Context: an optimization exercise on an open-source flow, tuned for small area and few clock cycles. The choices shown serve that exercise and are no tape-out recipe.
Only simulation tests tie the RTL to the original design; equivalence was not proved.
Power and IR drop assume default switching activity.

$ cat config.mk
export PLATFORM = sky130hd
export DESIGN_NAME = wall_run_extractor
export DESIGN_NICKNAME = wall_run_extractor
export VERILOG_FILES = /design/flow/design.v
export SDC_FILE = /design/flow/constraint.sdc
export NUM_CORES = 4
export LEC_CHECK = 0
export CAP_MARGIN = 20
export CORE_MARGIN = 2
export CORE_UTILIZATION = 40
export CTS_BUF_LIST = sky130_fd_sc_hd__clkbuf_16
export CTS_CLUSTER_DIAMETER = 80
export CTS_CLUSTER_SIZE = 30
export SLEW_MARGIN = 20
$ cat constraint.sdc
create_clock -name core_clock -period 5.5 [get_ports {clk}]
set_input_delay 1.1000 -clock core_clock [delete_from_list [all_inputs] [get_ports {clk}]]
set_output_delay 1.1000 -clock core_clock [all_outputs]
set_load 0.01 [all_outputs]
$ cat design.v
package wre_pkg;
  localparam int REG_W = 9;                    
  localparam int CW    = 8;                    
  localparam int TAP_W = 3;                    
endpackage
module wre_ram #(
  parameter int WIDTH = 8
) (
  input  logic             clk,
  input  logic [7:0]       len_m1,
  input  logic             we,
  input  logic [2:0]       wtap,
  input  logic [WIDTH-1:0] wdata,
  input  logic [2:0]       rtap,
  output logic [WIDTH-1:0] rdata
);
  localparam int NB = 7;
  localparam int BL = 32;
  logic [2:0]       nblk;
  logic [4:0]       nfine;
  logic [WIDTH-1:0] head_r;
  logic [WIDTH-1:0] fine_in;
  logic [WIDTH-1:0] ftap [6];
  logic [WIDTH-1:0] blk_r [NB][BL];
  assign nblk  = len_m1[7:5];
  assign nfine = len_m1[4:0];
  assign fine_in = (we && wtap == 3'd0) ? wdata : head_r;
  assign ftap[5] = fine_in;
  for (genvar k = 4; k >= 0; k--) begin : g_fine
    localparam int LEN = 1 << k;
    logic [WIDTH-1:0] st_r [LEN];
    always_ff @(posedge clk) begin
      st_r[0] <= ftap[k+1];
      for (int i = 1; i < LEN; i++) st_r[i] <= st_r[i-1];
    end
    assign ftap[k] = nfine[k] ? st_r[LEN-1] : ftap[k+1];
  end
  for (genvar i = 0; i < NB; i++) begin : g_blk
    always_ff @(posedge clk) begin
      if (i == NB - 1 || nblk == 3'(i + 1)) blk_r[i][0] <= ftap[0];
      else                                  blk_r[i][0] <= blk_r[(i + 1) % NB][BL-1];
      blk_r[i][1] <= (we && wtap == 3'(i + 1)) ? wdata : blk_r[i][0];
      for (int k = 2; k < BL; k++) blk_r[i][k] <= blk_r[i][k-1];
    end
  end
  always_ff @(posedge clk) begin
    head_r <= (nblk == 3'd0) ? ftap[0] : blk_r[0][BL-1];
  end
  always_comb begin
    rdata = head_r;
    for (int i = 0; i < NB; i++) begin
      if (rtap == 3'(i + 1)) rdata = blk_r[i][0];
    end
  end
endmodule
import wre_pkg::*;
module wre_out_fifo
(
  input  logic             clk,
  input  logic             rst_n,
  input  logic             load,       
  input  logic             h_emit,
  input  logic             v_emit,
  input  logic             wall,
  input  logic [CW-1:0]    col,
  input  logic [CW-1:0]    row,
  input  logic [REG_W-1:0] h_len,
  input  logic [REG_W-1:0] v_len,
  output logic             room,       
  output logic             out_valid,
  input  logic             out_ready,
  output logic             out_is_vertical,
  output logic [REG_W-1:0] out_rect_x,
  output logic [REG_W-1:0] out_rect_y,
  output logic [REG_W-1:0] out_rect_width,
  output logic [REG_W-1:0] out_rect_height,
  output logic             out_last
);
  logic             ov_r, pv_r;
  logic             o_vert_r, o_last_r;
  logic [CW-1:0]    o_col_r, o_row_r;
  logic             o_xi_r, o_yi_r;
  logic [REG_W-1:0] o_len_r;
  logic             p_wall_r;
  logic [REG_W-1:0] p_len_r;
  logic             pop, push;
  assign pop  = ov_r && out_ready;
  assign push = load && (h_emit || v_emit);
  assign room = !pv_r && (!ov_r || out_ready);
  always_ff @(posedge clk) begin
    if (!rst_n) begin
      ov_r <= 1'b0;
      pv_r <= 1'b0;
    end else if (push) begin
      ov_r <= 1'b1;
      pv_r <= h_emit && v_emit;
    end else if (pop) begin
      ov_r <= pv_r;
      pv_r <= 1'b0;
    end
  end
  always_ff @(posedge clk) begin
    if (push) begin
      o_vert_r <= !h_emit;
      o_last_r <= !(h_emit && v_emit);
      o_col_r  <= col;
      o_row_r  <= row;
      o_xi_r   <= !h_emit || wall;
      o_yi_r   <= h_emit || wall;
      o_len_r  <= h_emit ? h_len : v_len;
      p_wall_r <= wall;
      p_len_r  <= v_len;
    end else if (pop && pv_r) begin
      o_vert_r <= 1'b1;
      o_last_r <= 1'b1;
      o_xi_r   <= 1'b1;
      o_yi_r   <= p_wall_r;
      o_len_r  <= p_len_r;
    end
  end
  assign out_valid       = ov_r;
  assign out_is_vertical = o_vert_r;
  assign out_rect_x      = {1'b0, o_col_r} + REG_W'(o_xi_r);
  assign out_rect_y      = {1'b0, o_row_r} + REG_W'(o_yi_r);
  assign out_rect_width  = o_vert_r ? REG_W'(1) : o_len_r;
  assign out_rect_height = o_vert_r ? o_len_r : REG_W'(1);
  assign out_last        = o_last_r;
endmodule
import wre_pkg::*;
module wall_run_extractor
#(
  parameter int MAX_WIDTH = 256
) (
  input  logic             clk,
  input  logic             rst_n,
  input  logic             in_valid,
  output logic             in_ready,
  input  logic             in_is_wall,
  output logic             out_valid,
  input  logic             out_ready,
  output logic             out_is_vertical,
  output logic [REG_W-1:0] out_rect_x,
  output logic [REG_W-1:0] out_rect_y,
  output logic [REG_W-1:0] out_rect_width,
  output logic [REG_W-1:0] out_rect_height,
  output logic             out_last,
  input  logic             cfg_we,
  input  logic [0:0]       cfg_index,
  input  logic [REG_W-1:0] cfg_wdata
);
  logic [CW-1:0]    w_m1_r, h_m1_r;
  logic [CW-1:0]    cfg_m1;
  logic [CW-1:0]    col_r, row_r;
  logic             row0_r;
  logic [CW-1:0]    rrun_r;
  logic             accept, last_col, last_row, wall;
  logic [CW-1:0]    dp_r;
  logic             hv_r, wbv_r;
  logic [CW-1:0]    hold_r, wb_r;
  logic             at_p, at_w, have_old;
  logic             ring_we;
  logic [TAP_W-1:0] ring_wtap;
  logic [CW-1:0]    ring_wdata, ring_rdata;
  logic [CW-1:0]    dp_dec;
  logic [CW-1:0]    v_old, v_new;
  logic [REG_W-1:0] h_len, v_len;
  logic             h_emit, v_emit;
  logic             room;
  assign cfg_m1 = (cfg_wdata == '0) ? '0 :
                  cfg_wdata[REG_W-1] ? {CW{1'b1}} : CW'(cfg_wdata - 9'd1);
  always_ff @(posedge clk) begin
    if (!rst_n) begin
      w_m1_r <= CW'(31);
      h_m1_r <= CW'(31);
    end else if (cfg_we) begin
      if (cfg_index == 1'b0) w_m1_r <= cfg_m1;
      else                   h_m1_r <= cfg_m1;
    end
  end
  assign at_p     = (dp_r[4:0] == 5'd0);
  assign dp_dec   = (dp_r == '0) ? w_m1_r : dp_r - CW'(1);
  assign at_w     = (dp_dec[4:0] == 5'd0);
  assign have_old = row0_r || hv_r || at_p;
  assign ring_we    = wbv_r ? at_w : at_p;
  assign ring_wtap  = wbv_r ? dp_dec[7:5] : dp_r[7:5];
  assign ring_wdata = wbv_r ? wb_r : accept ? v_new : ring_rdata;
  wre_ram #(
    .WIDTH (CW)
  ) u_col_ring (
    .clk    (clk),
    .len_m1 (w_m1_r),
    .we     (ring_we),
    .wtap   (ring_wtap),
    .wdata  (ring_wdata),
    .rtap   (dp_r[7:5]),
    .rdata  (ring_rdata)
  );
  assign in_ready = !wbv_r && have_old && (room || !(h_emit || v_emit));
  assign accept   = in_valid && in_ready;
  assign wall     = in_is_wall;
  assign last_col = (col_r == w_m1_r);
  assign last_row = (row_r == h_m1_r);
  assign h_len  = {1'b0, rrun_r} + REG_W'(wall);
  assign h_emit = wall ? (last_col && (rrun_r[CW-1:1] != '0)) :
                         ((rrun_r[CW-1:2] != '0) || (rrun_r[1:0] == 2'd3));
  assign v_old  = row0_r ? '0 : hv_r ? hold_r : ring_rdata;
  assign v_len  = {1'b0, v_old} + REG_W'(wall);
  assign v_emit = wall ? (last_row && (v_old[CW-1:1] != '0)) :
                         ((v_old[CW-1:2] != '0) || (v_old[1:0] == 2'd3));
  assign v_new  = wall ? v_len[CW-1:0] : '0;
  always_ff @(posedge clk) begin
    if (!rst_n) begin
      col_r  <= '0;
      row_r  <= '0;
      row0_r <= 1'b1;
      rrun_r <= '0;
      dp_r   <= '0;
      hv_r   <= 1'b0;
      wbv_r  <= 1'b0;
    end else if (cfg_we) begin
      col_r  <= '0;
      row_r  <= '0;
      row0_r <= 1'b1;
      rrun_r <= '0;
      dp_r   <= '0;
      hv_r   <= 1'b0;
      wbv_r  <= 1'b0;
    end else begin
      if (accept) begin
        rrun_r <= (wall && !last_col) ? h_len[CW-1:0] : '0;
        if (last_col) begin
          col_r  <= '0;
          row_r  <= last_row ? '0 : row_r + CW'(1);
          row0_r <= last_row;
        end else begin
          col_r  <= col_r + CW'(1);
        end
        hv_r <= 1'b0;
      end else begin
        dp_r <= dp_dec;
        if (!hv_r && !row0_r && at_p) hv_r <= 1'b1;
      end
      if (accept && !at_p) begin
        wbv_r <= 1'b1;
      end else if (wbv_r && at_w) begin
        wbv_r <= 1'b0;
      end
    end
  end
  always_ff @(posedge clk) begin
    if (!hv_r && at_p) hold_r <= ring_rdata;
    if (accept && !at_p) wb_r <= v_new;
  end
  wre_out_fifo u_out (
    .clk             (clk),
    .rst_n           (rst_n),
    .load            (accept),
    .h_emit          (h_emit),
    .v_emit          (v_emit),
    .wall            (wall),
    .col             (col_r),
    .row             (row_r),
    .h_len           (h_len),
    .v_len           (v_len),
    .room            (room),
    .out_valid       (out_valid),
    .out_ready       (out_ready),
    .out_is_vertical (out_is_vertical),
    .out_rect_x      (out_rect_x),
    .out_rect_y      (out_rect_y),
    .out_rect_width  (out_rect_width),
    .out_rect_height (out_rect_height),
    .out_last        (out_last)
  );
endmodule
$ cat run.sh
#!/bin/bash
# synth_recipe.tcl (not shown) runs the flow's synth.tcl, then flattens the netlist and writes it again
# the make line also repeats each setting of config.mk as NAME=value (left out here)
make -C /OpenROAD-flow-scripts/flow DESIGN_CONFIG=/design/flow/config.mk WORK_HOME=/design/flow/orfs CLKGATE_MAP_FILE= SYNTH_SCRIPT=/design/flow/synth_recipe.tcl finish
==> results of run 1 <==
area by class of cell:
cell class,instances,share of cell area (%)
Sequential cell,2156,79.3
Multi-Input combinational cell,856,10.7
Clock buffer,86,3.90
Tap cell,1637,3.71
Timing Repair Buffer,105,1.68
Clock inverter,20,0.393
Inverter,39,0.265
Antenna cell,6,0.0272
cells in the final DEF (no fill, tap or decap), types with 7 or more instances in the layout:
cell type           n
or3_1               7
o21ai_1            29
dfxtp_1          2098
o31ai_1            17
clkbuf_16          86
buf_4              50
o21ai_0            33
mux2i_1            25
nor2b_1            16
nand2_1           140
nand2b_1           16
nand4_1            16
nand3b_1           11
mux2_2             78
nand3_1            20
o21ai_2             7
nor3_1             14
o211ai_1           16
a21o_1             10
and2_1             19
xor2_1             40
inv_1              35
and3_1             16
clkdlybuf4s50_1    55
a21oi_1            53
a31oi_1            14
a211oi_1           12
ha_1               13
xnor2_1            17
nor2_1             91
edfxtp_1           55
worst max-delay path: cells and delay by family, from the launching register on:
family,cells,cell delay (ns)
flops,1,0.45
simple gates,2,0.45
compound gates,6,1.85
buf+inv,2,0.80
power by group:
| group | total (µW) | internal [µW] | switching [µW] |
|---|---|---|---|
| clock | 7300 | 2920 | 4390 |
| combinational | 846 | 307 | 539 |
| sequential | 17800 | 17300 | 477 |
| total | 25900 | 20500 | 5400 |
cell families (layout without fill, tap and decap cells):
kind of cell / Yosys count / in the layout / synth area share (%)
AND/OR/NAND/NOR: 402 / 402 / 3.91
AO/OA/AOI/OAI: 272 / 272 / 3.97
adder cells (fa/ha/maj): 13 / 13 / 0.325
XOR/XNOR: 57 / 57 / 0.998
buffers and inverters: 97 / 250 / 0.826
flip-flops: 2156 / 2156 / 87.4
multiplexers: 112 / 112 / 2.57
other: 0 / 6 / 0
metrics by stage:
step / std cells / worst slack [ns] / util [%] / instance area, µm² / hold WS [ns]
finish: 4905 / 0.167 / 44.5 / 55100 / 0.311
global route: 4899 / 0.0176 / 44.5 / 55100 / 0.321
CTS: 4899 / 0.0870 / 44.5 / 55100 / 0.312
detailed placement: 4793 / 0.259 / 42.6 / 52700 / 0.312
global placement: 4793 / 0.296 / 42.6 / 52700 / 0.309
floorplan: 3109 / 1.74 / - / 50000 / 0.310
timing repair:
| item | in CTS | in global routing |
|---|---|---|
| pin swaps | 0 | 1 |
| endpoints found under the setup margin | 1 | 1 |
| gates resized for setup | 5 | 1 |
metal layers:
metal / GRT usage (%) / vias to the layer above / share of wire, %
met4: 4.25 / 0 / 2.9
li1: - / 10369 / -
met1: 16.3 / 9806 / 51
met3: 2.19 / 129 / 4.0
met2: 17.5 / 290 / 42
met5: 0 / - / 0
state kept, by name, summed over array words and instances, names as in the netlist, 8 cells and up:
name	count
row_r	8
u_out.p_len_r	9
wb_r	8
w_m1_r	8
dp_r	8
u_col_ring.g_fine.st_r	248
u_out.o_row_r	8
u_col_ring.head_r	8
col_r	8
hold_r	8
h_m1_r	8
u_out.o_col_r	8
u_col_ring.blk_r	1792
u_out.o_len_r	9
rrun_r	8
worst paths after layout:
path / slack [ns] / cells past startpoint / endpoint
worst min-delay path: 0.31 / 0 / u_col_ring.blk_r[126][3]$_DFF_P_
worst min register to register: 0.31 / 0 / u_col_ring.blk_r[126][3]$_DFF_P_
worst max register to register: 0.92 / 13 / u_col_ring.head_r[5]$_DFF_P_
worst max-delay path: 0.17 / 10 / in_ready
==> impl_metrics.tcl, run 1 <==
set metrics [dict create \
    ir_drop_v 0.000223 \
    cts_tree "built" \
    maxCapViolations 0 \
    cts_htree_levels 3 \
    grt_pass1_wl_um 112000 \
    power.leakage_uw 0.0218 \
    fin_nets 3272 \
    seq_area_um2 43700 \
    drtIter0Drc 1241 \
    setup_viol 0 \
    io_buffer_count 55 \
    clock_latency_ns 0.69 \
    clk_pin_slew_ns 0.10 \
    finalWeightedCongestion 0.853 \
    drive_gt1_share_pct 8.52 \
    multi_input_comb_area_um2 5920 \
    grt_max_degree 32 \
    antenna_found_initial 4 \
    routed_via_density 4.20 \
    routed_wl_um 73500 \
    ys_seq_area_share_pct 87.4 \
    synthTopCellsByCount "dfxtp_1 (2101), nand2_1 (140), nor2_1 (91)" \
    syn_area_per_cell_um2 16.1 \
    worst_pin_slew_ns 1.10 \
    synthArstFlopShare_pct 0 \
    start_util_pct 40.3 \
    synth.distinct_cells 84 \
    num_rows 129 \
    crit_arrival_ns 4.23 \
    cp_data_required_time_ns 4.40 \
    cts_setup_buffers 0 \
    clk_root_buffer_cell "clkbuf_16" \
    dieHeight_um 358 \
    syn_inst 3109 \
    synth_top_area_share_pct 84.1 \
    fin_crit_sh_pct 97.0 \
    ys.flop_type "dfxtp_1" \
    ys_seq_elements 2156 \
    ys_warn_count 10 \
    wl_per_cell_um 15.0 \
    hold_violations 0 \
    r2r-start "dp_r[0]$_SDFFE_PP0P_" \
    die_w_um 358 \
    fin_tns_setup_ns 0 \
    worst_setup_path_start_kind "flop" \
    clkSinkCount 2156 \
    fill_cells 10873 \
    end_kind "output pin" \
    critPathKind "reg2out" \
    power.total_uw 25900 \
    synth-edff-count 55 \
    yosysMostFrequentCell "dfxtp_1" \
    fin_skew_ns 0.0343 \
    worstPathCellList "buf_4, nand2b_1, o31a_1, a31o_1, a2111o_1, a221oi_4, a21oi_1, or2_1, a221oi_2, clkdlybuf4s50_1" \
    power_density_nw_per_um2 470 \
    grt_pass1_vias 19487 \
    fmax_mhz 187 \
    hp-start "u_col_ring.blk_r[125][3]$_DFF_P_" \
    slew_headroom_pct 26.5 \
    min_period_ns 5.33 \
    vias 20594 \
    synth_largest_area_cell "dfxtp_1" \
    critPathMaxFanout 22 \
    clockBufferDepth 3 \
    post-dp-hpwl_um 48800 \
    synth_area_leaders "dfxtp_1 (84%), edfxtp_1 (3.3%), mux2_2 (1.8%)" \
    drc 0 \
    track_usage_pct 11.5 \
    grt_setup_unrepaired "no" \
    cts_buffers 85 \
    cpMaxStageDelayCell "clkdlybuf4s50_1" \
    syn-cell-area_um2 50000 \
    max_stage_delay_ns 0.60 \
    coreArea_um2 124000 \
    grt_overflow 0 \
    status "timing/DRC/antenna clean" \
    critPathLaunch "dp_r[6]$_SDFFE_PP0P_" \
    syn_nets 3138 \
    drv_slew 0 \
    postCtsHoldBufs 0 \
    hp-class "reg2reg" \
    firstDrtPassIters 5 \
    die-area_um2 128000 \
    ant_nets 0 \
    syn2layout_area_growth_pct 10.3 \
    io_pins 56 \
]
Testbench counts, summed over its fixed seeds: cycles 303,477.
==> inputs of run 2 (changes only) <==
--- a/config.mk
+++ b/config.mk
@@ -10,5 +10,2 @@
 export CORE_UTILIZATION = 40
-export CTS_BUF_LIST = sky130_fd_sc_hd__clkbuf_16
-export CTS_CLUSTER_DIAMETER = 80
-export CTS_CLUSTER_SIZE = 30
 export SLEW_MARGIN = 20
==> impl_metrics.tcl, run 2 <==
set metrics [dict create \
    status "timing/DRC/antenna clean" \
    critPathLaunch "dp_r[6]$_SDFFE_PP0P_" \
    grt_pass1_vias 20963 \
    worst_setup_path_start_kind "flop" \
    maxCapViolations 0 \
    drive_gt1_share_pct 14.1 \
    postCtsHoldBufs 0 \
    syn-cell-area_um2 50000 \
    cts_htree_levels 4 \
    setup_slack_ns 0.490 \
    critPathTopFamily "compound AO/OA/AOI/OAI gates" \
    grt_pass1_wl_um 118000 \
    antenna_found_initial 3 \
    dp_slack_ns 0.259 \
    routed_wl_um 76700 \
    num_rows 129 \
    wl_per_cell_um 14.9 \
    end_kind "output pin" \
    yosysMostFrequentCell "dfxtp_1" \
    power.leakage_uw 0.0239 \
    io_pins 56 \
    die-area_um2 128000 \
    min_period_ns 5.01 \
    power_density_nw_per_um2 542 \
    post-dp-hpwl_um 48800 \
    dieHeight_um 358 \
    largest_reg_flops 1792 \
    drc 0 \
    hp-start "u_col_ring.blk_r[37][7]$_DFF_P_" \
    path_buf_inv 2 \
    clockBufferDepth 3 \
    clk_root_buffer_cell "clkbuf_16" \
    synth_largest_area_cell "dfxtp_1" \
    drtIter0Drc 1191 \
    regMostFlops "u_col_ring.blk_r" \
    cpMaxStageDelayCell "a2111o_1" \
    cts_tree "built" \
    syn_area_per_cell_um2 16.1 \
    firstDrtPassIters 5 \
    synth.distinct_cells 84 \
    critPathKind "reg2out" \
    fin_nets 3377 \
    ys.flop_type "dfxtp_1" \
    hp-class "reg2reg" \
    synthTopCellsByCount "dfxtp_1 (2101), nand2_1 (140), nor2_1 (91)" \
    r2r-start "dp_r[0]$_SDFFE_PP0P_" \
    clock_latency_ns 0.79 \
    drv_slew 0 \
    fmax_mhz 200 \
    dp.cells 4793 \
    fin_crit_sh_pct 91.1 \
    coreArea_um2 124000 \
    clk_pin_slew_ns 0.06 \
    track_usage_pct 12.1 \
    synth_top_area_share_pct 84.1 \
    ant_nets 0 \
    critPathMaxFanout 22 \
    fin_skew_ns 0.0337 \
    synth-edff-count 55 \
    clkSinkCount 2156 \
    crit_arrival_ns 3.91 \
    final_cell_mix "dfxtp_1 (2098), clkbuf_16 (194), nand2_1 (140)" \
    worst_pin_slew_ns 1.08 \
    max_stage_delay_ns 0.48 \
    final_common_cell "dfxtp_1" \
    start_util_pct 40.3 \
    die_w_um 358 \
    ys_seq_elements 2156 \
    io_buffer_count 55 \
    hold_violations 0 \
    ys_warn_count 10 \
    reg.largest.list "u_col_ring.blk_r: 1792 flops, u_col_ring.g_fine.st_r: 248 flops" \
    syn_inst 3109 \
    routed_via_density 4.17 \
    synthArstFlopShare_pct 0 \
    finalWeightedCongestion 0.853 \
    ys_seq_area_share_pct 87.4 \
    cp_data_required_time_ns 4.40 \
    grt_max_degree 26 \
    setup_viol 0 \
    worstPathCellList "buf_4, nand2b_1, o31a_1, a31o_1, a2111o_1, a221oi_4, a21oi_1, or2_1, a221oi_2, dlymetal6s2s_1" \
    slew_headroom_pct 28.2 \
    fin_tns_setup_ns 0 \
    grt_overflow 0 \
    cts_buffers 189 \
    final_cells 5147 \
    syn_nets 3138 \
    ir_drop_v 0.000287 \
    synth_area_leaders "dfxtp_1 (84%), edfxtp_1 (3.3%), mux2_2 (1.8%)" \
    vias 21459 \
    grt_setup_unrepaired "no" \
    syn2layout_area_growth_pct 19.0 \
]
run 2: cell counts after synthesis:
No cell type changed its count.
run 2: metrics by stage:
stage               hold WS (ns)  total power, µW  instance area, µm²  utilization (%)
finish                     0.296            32200               59500             48.0
global route               0.306            33500               59500             48.0
CTS                        0.294            32700               59500             48.0
detailed placement         0.312            19000               52700             42.6
global placement           0.309            19000               52700             42.6
floorplan                  0.310            18400               50000                -
run 2: cells by family (layout without fill, tap and decap cells):
group / count (synthesis) / after routing / share of synthesized area [%]
AOI/OAI and AO/OA: 272 / 272 / 3.97
buffers and inverters: 97 / 491 / 0.826
adders and majority gates: 13 / 13 / 0.325
and+or+nand+nor: 402 / 402 / 3.91
other: 0 / 7 / 0
xor gates and xnor gates: 57 / 57 / 0.998
muxes: 112 / 112 / 2.57
DFF: 2156 / 2156 / 87.4
run 2: cell type report:
class	instances	area [µm²]
Multi-Input combinational cell	856	5920
Inverter	39	146
Sequential cell	2156	43700
Clock buffer	269	5600
Timing Repair Buffer	106	936
Tap cell	1637	2050
Fill cell	10475	64500
Antenna cell	7	17.5
Clock inverter	77	1110
run 2: power by group:
group,internal [µW],switching (µW)
logic,306,538
registers,17300,486
clock network,8050,5540
total,25700,6560
run 2: layer usage:
| layer | part of all wire [%] | up-vias | GRT usage, % |
|---|---|---|---|
| met3 | 4.9 | 145 | 3.21 |
| met1 | 49 | 10182 | 16.4 |
| met5 | 0 | - | 0 |
| met2 | 43 | 401 | 18.3 |
| met4 | 3.0 | 0 | 5.25 |
| li1 | - | 10731 | - |
run 2: final timing paths:
check | end | slack, ns | cells past startpoint
max reg2reg | u_col_ring.blk_r[64][4]$_DFF_P_ | 0.90 | 13
min | u_col_ring.blk_r[38][7]$_DFF_P_ | 0.30 | 0
max | in_ready | 0.49 | 10
min reg2reg | u_col_ring.blk_r[38][7]$_DFF_P_ | 0.30 | 0
run 2: repair_timing:
item / in CTS / in global routing
gates resized for setup: 5 / 2
pin swaps: 1 / 1
hold endpoints to repair: 0 / 0
endpoints found under the setup margin: 1 / 1
buffers inserted: 0 / 1
run 2: worst register-to-register path: stages (launching register included):
cell,delay (ns)
dfxtp_1,0.37
inv_1,0.11
ha_1,0.32
or4b_1,0.58
buf_4,0.22
nor2_1,0.13
mux2i_1,0.46
o311ai_2,0.29
or2_1,0.47
nor3_1,0.69
nand2_1,0.11
o211ai_1,0.32
mux2i_4,0.24
o21ai_1,0.20

port drivers added, routing unchanged:
The results above use ideal ports. As a check the final layouts listed here were re-extracted and re-timed, cells and wires unchanged.
Step 1 assumes that a clkbuf_16 drives the clock port and a buf_2 every other input.
Step 2 also shifts input and output timing later by t, the mid clock arrival at the registers, as if the neighbouring blocks saw the same clock.
Three values: ideal ports, drivers, drivers and shift; two values: the first two.
| run | t, ns | setup WS [ns] | latest minus earliest clock arrival (ns) | worst register clock-pin slew, ns | worst slew at a driven data input, ns |
|---|---|---|---|---|---|
| run 1 | 0.740 | 0.167 / 0.099 / 0.638 | 0.036 / 0.037 | 0.11 / 0.11 | 0.05 |
| run 2 | 0.829 | 0.490 / 0.423 / 0.793 | 0.047 / 0.048 | 0.07 / 0.07 | 0.06 |
After both steps every run listed still meets setup and hold.
